What follows belongs to an exercise in optimizing a design on an open flow for small area, a short achievable clock period and few clock cycles per item; a production flow would make more cautious choices. At most, simulation tests tie the RTL to the original design; equivalence was not proved. Power is estimated from default activity; no workload was simulated.

// block_cache_lru_directory_core
module block_cache_lru_directory_core (
    input  logic        i_clk,
    input  logic        i_rst_n,
    input  logic        i_in_valid,
    output logic        o_in_stall,
    input  logic [0:0]  i_cmd,
    input  logic [31:0] i_block_number,
    output logic        o_out_valid,
    input  logic        i_out_stall,
    output logic [2:0]  o_status,
    output logic [3:0]  o_slot,
    output logic [31:0] o_evicted_block,
    input  logic        i_cfg_we,
    input  logic [31:0] i_cfg_data
);
Size in the first run: roughly 2,900 cells after synthesis, ~800 flip-flops, roughly 110 I/O pins.
make LEC_CHECK=0 CAP_MARGIN=40 CORE_MARGIN=2 CORE_UTILIZATION=40 SETUP_SLACK_MARGIN=5.0 SLEW_MARGIN=40 finish   # period 7.5 ns
run.sh (not shown) runs the stock make flow with config.mk's settings and CLKGATE_MAP_FILE= SYNTH_SCRIPT=/design/flow/synth_recipe.tcl, a recipe that flattens the netlist after the stock synthesis.
The baseline completed without violations.
Rerun with:
--- a/flow/config.mk
+++ b/flow/config.mk
@@ -9,4 +9,4 @@
 export CORE_MARGIN = 2
 export CORE_UTILIZATION = 40
-export SETUP_SLACK_MARGIN = 5.0
+export SETUP_SLACK_MARGIN = 4.8
 export SLEW_MARGIN = 40
=> The changed run finished with timing, DRC and antenna clean. Routed wire length came out lower by a few percent. Final cell count came out lower slightly. Worst setup slack gets better by 0.072 ns. Final area came out lower by a few percent.
Function was not checked in any run of this note: the RTL went through the layout flow alone.

========
block_cache_lru_directory_core, a different RTL version from the one above (not shown whole).
Size: about 2900 cells after synthesis, about 820 flip-flops, roughly 110 I/O pins, about 37000 µm² of cells after synthesis.
make LEC_CHECK=0 CAP_MARGIN=40 CORE_MARGIN=2 CORE_UTILIZATION=50 CTS_CLUSTER_DIAMETER=80 CTS_CLUSTER_SIZE=18 SETUP_SLACK_MARGIN=4.7 SLEW_MARGIN=40 finish   # period 7.5 ns
Testbench counts at the start, summed over its fixed seeds: cycles 24,024, requests 24,000.
==> next run, changes <==
CORE_UTILIZATION = 40   (was 50)
SETUP_SLACK_MARGIN = 4.8   (was 4.7)
Result: Cell area came out higher by 4.0%. Fmax came out higher by 4.0%. Via count came out higher by 0.49%. Clock power came out higher by about 3%. Die area came out higher by 25%. Count of clock-buffer cells in the layout came out higher by 6. Area after synthesis stays the same. Setup slack is better by 0.12 ns. Total power came out higher by 1.3%.
==> next run, changes <==
SETUP_SLACK_MARGIN = 5.0   (was 4.8)
Utilization rose by 5.8 points.
Power rose by a few percent.
Wire length rose by roughly a tenth.
Clock power rose by a few percent.
Count of clock-buffer cells in the layout fell by 6.
==> next run, changes <==
CORE_UTILIZATION = 50   (was 40)
SETUP_SLACK_MARGIN = 4.8   (was 5.0)
TNS_END_PERCENT = 50   (was not set)
=> The new run finished with timing, DRC and antenna clean; fmax is lower by 1.0%; non-clock buffer count went down by 263; final area is lower by 13%; synthesized area is unchanged; setup slack gets worse by 0.030 ns; register-to-register slack got worse by 0.12 ns; power goes down by 3.5%; final cell count came out lower by 12%; die area goes down by 20%; clock-buffer cell count came out higher by 3; clock power is lower by 6.7%.

========
rev 12:
The RTL this note starts from:
==> flow/design.v <==
package bcld_pkg;
    localparam int unsigned BLK_W    = 32;
    localparam int unsigned SLOT_O_W = 4;
    typedef enum logic [0:0] {
        CMD_ACCESS  = 1'b0,
        CMD_RECLAIM = 1'b1
    } t_cmd;
    typedef enum logic [2:0] {
        ST_HIT      = 3'd0,
        ST_INSERTED = 3'd1,
        ST_FULL     = 3'd2,
        ST_RANGE    = 3'd3,
        ST_EVICTED  = 3'd4,
        ST_EMPTY    = 3'd5
    } t_status;
    typedef struct packed {
        logic touch;
        logic insert;
        logic evict;
    } t_lru_op;
endpackage
module block_cache_lru_directory_core (
    input  logic        i_clk,
    input  logic        i_rst_n,
    input  logic        i_in_valid,
    output logic        o_in_stall,
    input  logic [0:0]  i_cmd,
    input  logic [31:0] i_block_number,
    output logic        o_out_valid,
    input  logic        i_out_stall,
    output logic [2:0]  o_status,
    output logic [3:0]  o_slot,
    output logic [31:0] o_evicted_block,
    input  logic        i_cfg_we,
    input  logic [31:0] i_cfg_data
);
    localparam int N = 16;
    logic [31:0]  r_tag [N];
    logic [N-1:0] r_valid;
    logic [31:0]  r_size;
    logic         r_m [N][N];      
    logic         s1_v;
    logic         s1_cmd;
    logic [31:0]  s1_blk;
    logic         s1_take, n1_v;
    logic         r2_v;
    logic         r2_cmd;
    logic         r2_gt_hi, r2_eq_hi, r2_ge_lo;   
    logic         r2_rng;
    logic [31:0]  r2_key;
    logic [N-1:0] r2_eq;
    logic         r_ov;
    logic [2:0]   r_st;
    logic [3:0]   r_sl;
    logic [31:0]  r_ev;
    logic         q_v;
    logic [2:0]   q_st;
    logic [3:0]   q_sl;
    logic [N-1:0] q_rd;
    logic         pop, r_ld;
    logic         n2_v, nq_v, r_stall;
    logic         adv, take, acc;
    logic [N-1:0] eq_in;
    logic         eq_key;
    logic [N-1:0] match, free_oh, victim, upd, ins_oh, evc_oh, sel_oh, rd_oh;
    logic         hit, full, empty, is_acc, go_acc, ins;
    logic [2:0]   n_st;
    logic [3:0]   n_sl;
    logic [31:0]  n_ev;
    logic         older [N][N];   
    assign adv        = r2_v & ~q_v;
    assign take       = ~r2_v | ~q_v;
    assign acc        = take;
    assign s1_take    = ~s1_v | take;
    assign n1_v       = s1_take ? i_in_valid : s1_v;
    assign o_in_stall = r_stall;
    assign pop        = r_ov & ~i_out_stall;
    assign r_ld       = ~r_ov | pop;
    assign n2_v       = take ? s1_v : r2_v;
    assign nq_v       = q_v ? ~pop : (adv & ~r_ld);
    assign eq_key = (r2_key == s1_blk);
    always_comb begin
        for (int i = 0; i < N; i++) begin
            eq_in[i] = (adv && free_oh[i]) ? eq_key : (r_tag[i] == s1_blk);
        end
    end
    assign r2_rng = r2_gt_hi | (r2_eq_hi & r2_ge_lo);
    always_comb begin
        for (int i = 0; i < N; i++) begin
            match[i] = r_valid[i] & r2_eq[i];
        end
        hit   = |match;
        full  = &r_valid;
        empty = ~|r_valid;
        for (int i = 0; i < N; i++) begin
            free_oh[i] = ~r_valid[i];
            for (int k = 0; k < i; k++) begin
                free_oh[i] = free_oh[i] & r_valid[k];
            end
        end
        for (int j = 0; j < N; j++) begin
            for (int k = 0; k < N; k++) begin
                if (k < j) older[k][j] = ~r_valid[k] | r_m[k][j];
                else if (k > j) older[k][j] = ~r_valid[k] | ~r_m[j][k];
                else older[k][j] = 1'b1;
            end
        end
        for (int j = 0; j < N; j++) begin
            victim[j] = r_valid[j];
            for (int k = 0; k < N; k++) begin
                victim[j] = victim[j] & older[k][j];
            end
        end
        is_acc = ~r2_cmd;
        go_acc = is_acc & ~r2_rng;
        ins    = go_acc & ~hit;
        ins_oh = free_oh & {N{ins}};
        upd    = (match & {N{go_acc}}) | ins_oh;
        evc_oh = victim & {N{r2_cmd}};
        sel_oh = go_acc ? (match | (hit ? '0 : free_oh)) : evc_oh;
        n_sl = '0;
        for (int i = 0; i < N; i++) begin
            if (sel_oh[i]) n_sl = n_sl | 4'(i);
        end
        for (int i = 0; i < N; i++) begin
            q_rd[i] = (q_st == 3'd4) && (q_sl == 4'(i));
        end
        rd_oh = q_v ? q_rd : evc_oh;
        n_ev = '0;
        for (int i = 0; i < N; i++) begin
            if (rd_oh[i]) n_ev = n_ev | r_tag[i];
        end
        if (r2_cmd) n_st = empty ? 3'd5 : 3'd4;
        else if (r2_rng) n_st = 3'd3;
        else if (hit) n_st = 3'd0;
        else if (full) n_st = 3'd2;
        else n_st = 3'd1;
    end
    always_ff @(posedge i_clk) begin
        if (!i_rst_n) begin
            r2_v    <= 1'b0;
            s1_v    <= 1'b0;
            r_stall <= 1'b0;
            r_ov    <= 1'b0;
            q_v     <= 1'b0;
            r_valid <= '0;
            r_size  <= '1;
        end else begin
            if (i_cfg_we) r_size <= i_cfg_data;
            s1_v    <= n1_v;
            r2_v    <= n2_v;
            r_stall <= n1_v & n2_v & nq_v;
            if (adv) begin
                r_valid <= (r_valid & ~evc_oh) | ins_oh;
            end
            if (r_ld) r_ov <= q_v | adv;
            q_v <= nq_v;
        end
    end
    always_ff @(posedge i_clk) begin
        if (s1_take) begin
            s1_cmd <= i_cmd[0];
            s1_blk <= i_block_number;
        end
        if (acc) begin
            r2_cmd   <= s1_cmd;
            r2_key   <= s1_blk;
            r2_eq    <= eq_in;
            r2_gt_hi <= (s1_blk[31:16] >  r_size[31:16]);
            r2_eq_hi <= (s1_blk[31:16] == r_size[31:16]);
            r2_ge_lo <= (s1_blk[15:0]  >= r_size[15:0]);
        end
        if (!q_v) begin
            q_st <= n_st;
            q_sl <= n_sl;
        end
        if (r_ld) begin
            r_st <= q_v ? q_st : n_st;
            r_sl <= q_v ? q_sl : n_sl;
            r_ev <= n_ev;
        end
    end
    for (genvar i = 0; i < N; i++) begin : g_tag
        always_ff @(posedge i_clk) begin
            if (adv && free_oh[i]) r_tag[i] <= r2_key;
        end
    end
    for (genvar i = 0; i < N; i++) begin : g_row
        for (genvar j = i + 1; j < N; j++) begin : g_col
            always_ff @(posedge i_clk) begin
                if (adv && upd[i]) r_m[i][j] <= 1'b1;
                else if (adv && upd[j]) r_m[i][j] <= 1'b0;
            end
        end
    end
    assign o_out_valid     = r_ov;
    assign o_status        = r_st;
    assign o_slot          = r_sl;
    assign o_evicted_block = r_ev;
endmodule
clock: 7.5 ns
lec_check: 0
cap_margin: 40
core_margin: 2
core_utilization: 50
cts_cluster_diameter: 80
cts_cluster_size: 18
place_density: 0.75
setup_slack_margin: 4.8
slew_margin: 40
Every stage of the flow completed for rev 12, and the final layout passed the timing, design-rule and antenna checks.
Testbench counts of rev 12, summed over its fixed seeds: cycles 24,024, requests 24,000.
Inputs modified between rev 12 and rev 13:
Settings: PLACE_DENSITY: 0.75 -> unset; CORE_UTILIZATION: 50 -> 60.
Findings:
- Diff rev 12 -> rev 13 | fraction of power spent switching nets | decrease of 0.54 points
- In rev 13 the global-route wire length before repair turned out about 9% lower than in rev 12.
- Rev 13 has transition at the pin with the smallest max-transition slack above what rev 12 had.
- Measured against each other, rev 13 and rev 12 differ in count of plain and timing-repair buffers in the layout, the lower figure coming from rev 13.
- Looking at termination of the worst setup path, the o_evicted_block[15] result is from rev 12; the r2_eq[0] one comes from rev 13.
- Rev 13 has ratio of total power to cell area above what rev 12 had.
- Relative to rev 12, flip-flop and latch share of the layout cell area has gone up in rev 13.
- Rev 13 against rev 12: clock power has decreased; fraction of the cycle the final worst path needs climbed 1.5 points.

-- re-timing with driven ports --
The flow's constraints put no driver on any port. The routed layouts listed below were extracted and timed again, unchanged, in two steps. Step 1 sets driving cells, clkbuf_16 on the clock port and buf_2 on the other inputs (assumed; they add their load-dependent delay and slew). Step 2 times the ports against the registers' clock, not the clock port: input delays grow and output delays shrink by t, the midpoint of the rising clock arrivals with the driver on. a / b / c = no drivers / after step 1 / after step 2; a / b = the first two.
| run | t (ns) | setup WS [ns] | latest minus earliest clock arrival (ns) |
|---|---|---|---|
| the first run of note 1 | 0.768 | 4.492 / 4.492 / 3.884 | 0.056 / 0.055 |
| the second run of note 1 | 0.734 | 4.565 / 4.580 / 3.881 | 0.065 / 0.065 |
| the first run of note 2 | 0.718 | 4.473 / 4.473 / 4.102 | 0.033 / 0.033 |
| the second run of note 2 | 0.744 | 4.588 / 4.524 / 4.478 | 0.039 / 0.039 |
| the third run of note 2 | 0.757 | 4.570 / 4.499 / 4.501 | 0.042 / 0.042 |
| the fourth run of note 2 | 0.728 | 4.541 / 4.468 / 4.377 | 0.041 / 0.041 |
| rev 12 | 0.711 | 4.624 / 4.552 / 4.317 | 0.030 / 0.030 |
| rev 13 | 0.719 | 4.511 / 4.511 / 4.266 | 0.031 / 0.030 |
After both steps every run listed still meets setup and hold. The setup slack of the second run of note 1, which loses most, moves by +0.015 ns with the drivers and by -0.684 ns with both steps.
